Context: an optimization exercise on an open-source flow, tuned for small area, a short achievable clock period and few clock cycles per item. The choices shown serve that exercise and are no tape-out recipe. Where RTL was checked, it was by simulation tests only, not by an equivalence proof against the original. Power is estimated from default activity; no workload was simulated.

// mac_stream_seq
module mac_stream_seq (
  input  logic        clk,
  input  logic        rst,
  input  logic        in_valid,
  output logic        in_ready,
  input  logic [15:0] in_data,
  input  logic [15:0] in_weight,
  input  logic [15:0] bias,
  output logic        out_valid,
  input  logic        out_ready,
  output logic [15:0] out_res
);
  localparam int LEN   = 48;
  localparam int ACC_W = 22;
  logic [5:0]         cnt_q;
  logic               rdy_q;
  logic               nrdy_o_q, nov_o_q;   
  logic               arm_q;             
  logic               owe_q;             
  logic               f0_q, l0_q;
  logic [15:0]        a0_q, b_q;
  logic [7:0]         one0_q, two0_q, neg0_q;
  logic               f1_q, l1_q;
  logic [15:0]        s1_q, c1_q;
  logic               cl1_q;
  logic [15:0]        s_d, c_d;
  logic               cl_d;
  logic               f2_q, l2_q;
  logic               nf2_q;             
  logic [15:0]        p2_q;
  logic [ACC_W-1:0]   acc_q;
  logic               l3_q;
  logic               ov_q;
  logic [15:0]        res_q;
  logic        accept, first_in, last_in, inc, owe_d, last_d;
  logic [15:0] prod;
  logic [15:0] sat_res;
  logic [16:0] wx;
  logic [7:0]  one_d, two_d, neg_d;
  assign first_in = (cnt_q == 6'd0);
  assign last_in  = (cnt_q == 6'(LEN - 1));
  assign accept   = in_valid && rdy_q;
  assign inc      = accept && last_in;
  assign owe_d    = inc || (owe_q && !(ov_q && out_ready));
  assign last_d   = accept ? (cnt_q == 6'(LEN - 2)) : last_in;
  assign wx = {in_weight, 1'b0};
  always_comb begin
    for (int i = 0; i < 8; i++) begin
      one_d[i] = wx[2*i+1] ^ wx[2*i];
      two_d[i] = (wx[2*i+2] & ~wx[2*i+1] & ~wx[2*i]) | (~wx[2*i+2] & wx[2*i+1] & wx[2*i]);
      neg_d[i] = wx[2*i+2];
    end
  end
  mult u_mult (
  ...
Size in the first run: roughly 1000 cells after synthesis, ~0.011 mm^2 of cells after synthesis.
==> module mac_stream_seq, before the edit <==
module mac_stream_seq (
  input  logic        clk,
  input  logic        rst,
  input  logic        in_valid,
  output logic        in_ready,
  input  logic [15:0] in_data,
  input  logic [15:0] in_weight,
  input  logic [15:0] bias,
  output logic        out_valid,
  input  logic        out_ready,
  output logic [15:0] out_res
);
  localparam int LEN   = 48;
  localparam int ACC_W = 22;
  logic [5:0]         cnt_q;
  logic               rdy_q;
  logic               nrdy_o_q, nov_o_q;   
  logic               arm_q;             
  logic               owe_q;             
  logic               f0_q, l0_q;
  logic [15:0]        a0_q, b_q;
  logic [7:0]         one0_q, two0_q, neg0_q;
  logic               f1_q, l1_q;
  logic [15:0]        s1_q, c1_q;
  logic               cl1_q;
  logic [15:0]        s_d, c_d;
  logic               cl_d;
  logic               f2_q, l2_q;
  logic               nf2_q;             
  logic [15:0]        p2_q;
  logic [ACC_W-1:0]   acc_q;
  logic               l3_q;
  logic               ov_q;
  logic [15:0]        res_q;
  logic        accept, first_in, last_in, inc, owe_d, last_d;
  logic [15:0] prod;
  logic [15:0] sat_res;
  logic [16:0] wx;
  logic [7:0]  one_d, two_d, neg_d;
  assign first_in = (cnt_q == 6'd0);
  assign last_in  = (cnt_q == 6'(LEN - 1));
  assign accept   = in_valid && rdy_q;
  assign inc      = accept && last_in;
  assign owe_d    = inc || (owe_q && !(ov_q && out_ready));
  assign last_d   = accept ? (cnt_q == 6'(LEN - 2)) : last_in;
  assign wx = {in_weight, 1'b0};
  always_comb begin
    for (int i = 0; i < 8; i++) begin
      one_d[i] = wx[2*i+1] ^ wx[2*i];
      two_d[i] = (wx[2*i+2] & ~wx[2*i+1] & ~wx[2*i]) | (~wx[2*i+2] & wx[2*i+1] & wx[2*i]);
      neg_d[i] = wx[2*i+2];
    end
  end
  mult u_mult (
    .a_i    (a0_q),
    .one_i  (one0_q),
    .two_i  (two0_q),
    .neg_i  (neg0_q),
    .s_o    (s_d),
    .c_o    (c_d),
    .c_lo_o (cl_d)
  );
  logic [15:0] prod_co;
  logic [ACC_W-1:0] acc_in, acc_s, acc_co;
  bk_add #(.W(16)) u_prod (.a(s1_q), .b(c1_q), .ci(cl1_q), .s(prod), .co(prod_co));
  assign acc_in[10:0]       = f2_q ? b_q[10:0] : acc_q[10:0];
  assign acc_in[ACC_W-1:11] = nf2_q ? acc_q[ACC_W-1:11] : {{(ACC_W-16){b_q[15]}}, b_q[15:11]};
  bk_add #(.W(ACC_W)) u_acc (.a(acc_in), .b({{(ACC_W-16){p2_q[15]}}, p2_q}), .ci(1'b0), .s(acc_s), .co(acc_co));
  always_comb begin
    if (acc_q[ACC_W-1:15] != {(ACC_W-15){acc_q[ACC_W-1]}})
      sat_res = acc_q[ACC_W-1] ? 16'h8000 : 16'h7FFF;
    else
      sat_res = acc_q[15:0];
  end
  always_ff @(posedge clk) begin
    a0_q   <= accept ? in_data : 16'd0;    
    one0_q <= one_d;
    two0_q <= two_d;
    neg0_q <= neg_d;
    if (arm_q) b_q <= bias;
    s1_q   <= s_d;
    c1_q   <= c_d;
    cl1_q  <= cl_d;
    p2_q   <= prod;
    acc_q  <= acc_s;
    if (l3_q) res_q <= sat_res;
  end
  always_ff @(posedge clk) begin
    if (rst) begin
      cnt_q <= '0;
      rdy_q <= 1'b1;
      nrdy_o_q <= 1'b0;
      nov_o_q  <= 1'b1;
      arm_q <= 1'b1;
      owe_q <= 1'b0;
      f0_q  <= 1'b0;
      l0_q  <= 1'b0;
      f1_q  <= 1'b0;
      l1_q  <= 1'b0;
      f2_q  <= 1'b0;
      nf2_q <= 1'b1;
      l2_q  <= 1'b0;
      l3_q  <= 1'b0;
      ov_q  <= 1'b0;
    end else begin
      if (accept) cnt_q <= last_in ? 6'd0 : cnt_q + 6'd1;
      owe_q <= owe_d;
      rdy_q <= !(owe_d && last_d);
      nrdy_o_q <= owe_d && last_d;
      arm_q <= accept ? last_in : first_in;
      f0_q  <= accept && first_in;
      l0_q  <= inc;
      f1_q  <= f0_q;
      l1_q  <= l0_q;
      f2_q  <= f1_q;
      nf2_q <= !f1_q;
      l2_q  <= l1_q;
      l3_q  <= l2_q;
      ov_q  <= l3_q || (ov_q && !out_ready);
      nov_o_q  <= !(l3_q || (ov_q && !out_ready));
    end
  end
  assign in_ready  = !nrdy_o_q;
  assign out_valid = !nov_o_q;
  assign out_res   = res_q;
endmodule
==> flow/config.mk <==
export PLATFORM = sky130hd
export DESIGN_NAME = mac_stream_seq
export DESIGN_NICKNAME = mac_stream_seq
export VERILOG_FILES = /design/flow/design.v
export SDC_FILE = /design/flow/constraint.sdc
export NUM_CORES = 4
export LEC_CHECK = 0
export CAP_MARGIN = 20
export CORE_MARGIN = 2
export CORE_UTILIZATION = 40
export CTS_BUF_LIST = sky130_fd_sc_hd__clkbuf_4 sky130_fd_sc_hd__clkbuf_8
export CTS_CLUSTER_DIAMETER = 25
export SLEW_MARGIN = 20
==> flow/constraint.sdc <==
create_clock -name core_clock -period 10.0 [get_ports {clk}]
set_input_delay 2.0000 -clock core_clock [delete_from_list [all_inputs] [get_ports {clk}]]
set_output_delay 2.0000 -clock core_clock [all_outputs]
set_load 0.01 [all_outputs]
standard.sh (not shown) runs the stock make flow with config.mk's settings and CLKGATE_MAP_FILE= SYNTH_SCRIPT=/design/flow/synth_recipe.tcl, a recipe that flattens the netlist after the stock synthesis.
==> flow/flow/run.sh <==
#!/bin/bash
# Standard synthesis, then the standard layout with: port buffers of a fixed small cell type,
# and repair_timing aiming below the clock period (a larger setup slack margin).
set -euo pipefail
bash standard.sh synth > synth.log 2>&1
bash standard.sh SETUP_SLACK_MARGIN=6.9 'BUFFER_PORTS_ARGS=-buffer_cell sky130_fd_sc_hd__buf_1' finish > layout.log 2>&1
The baseline completed without violations.
Next try:
--- a/flow/design.v
+++ b/flow/design.v
@@ -440,16 +440,16 @@
     if (acc_q[ACC_W-1:15] != {(ACC_W-15){acc_q[ACC_W-1]}})
       sat_res = acc_q[ACC_W-1] ? 16'h8000 : 16'h7FFF;
     else
       sat_res = acc_q[15:0];
   end
   always_ff @(posedge clk) begin
-    a0_q   <= accept ? in_data : 16'd0;    
-    one0_q <= one_d;
-    two0_q <= two_d;
-    neg0_q <= neg_d;
+    a0_q   <= in_data;
+    one0_q <= accept ? one_d : 8'd0;
+    two0_q <= accept ? two_d : 8'd0;
+    neg0_q <= accept ? neg_d : 8'd0;
     if (arm_q) b_q <= bias;
     s1_q   <= s_d;
     c1_q   <= c_d;
     cl1_q  <= cl_d;
     p2_q   <= prod;
     acc_q  <= acc_s;
Result: Setup slack loses 0.0087 ns; utilization is about the same; sequential share of layout area fell by 0.13 points; wire length rose by about 3.7%; hold slack gains 0.0074 ns; area after synthesis hardly moves; power fell by 1.0%; critical path depth fell by 6; via count stays flat; design area is about the same.
Testbench counts after the change, summed over its fixed seeds: cycles 15,400, items 320.
Only the layout flow was run in the first run of this note; the RTL was not checked for function there.

what the ideal ports hide:
The results above use ideal ports. As a check the final layouts listed here were re-extracted and re-timed, cells and wires unchanged. Step 1 sets driving cells, clkbuf_16 on the clock port and buf_2 on the other inputs (assumed; they add their load-dependent delay and slew). Step 2 times the ports against the registers' clock, not the clock port: input delays grow and output delays shrink by t, the midpoint of the rising clock arrivals with the driver on. a / b / c = ideal / step 1 / step 2; a / b = the first two.
run | t (ns) | slack for setup (ns) | hold slack, ns | worst setup path after step 2 | slew at the worst register clock pin (ns)
the first run | 0.506 | 7.006 / 6.967 / 6.575 | 0.444 / 0.444 / 0.444 | input to register | 0.11 / 0.11
the second run | 0.501 | 6.997 / 6.957 / 6.668 | 0.451 / 0.451 / 0.451 | input to register | 0.11 / 0.11
After both steps setup and hold are still met in every run listed. For the first run, which loses most, drivers alone change the setup slack by -0.039 ns; drivers and shift together by -0.431 ns.
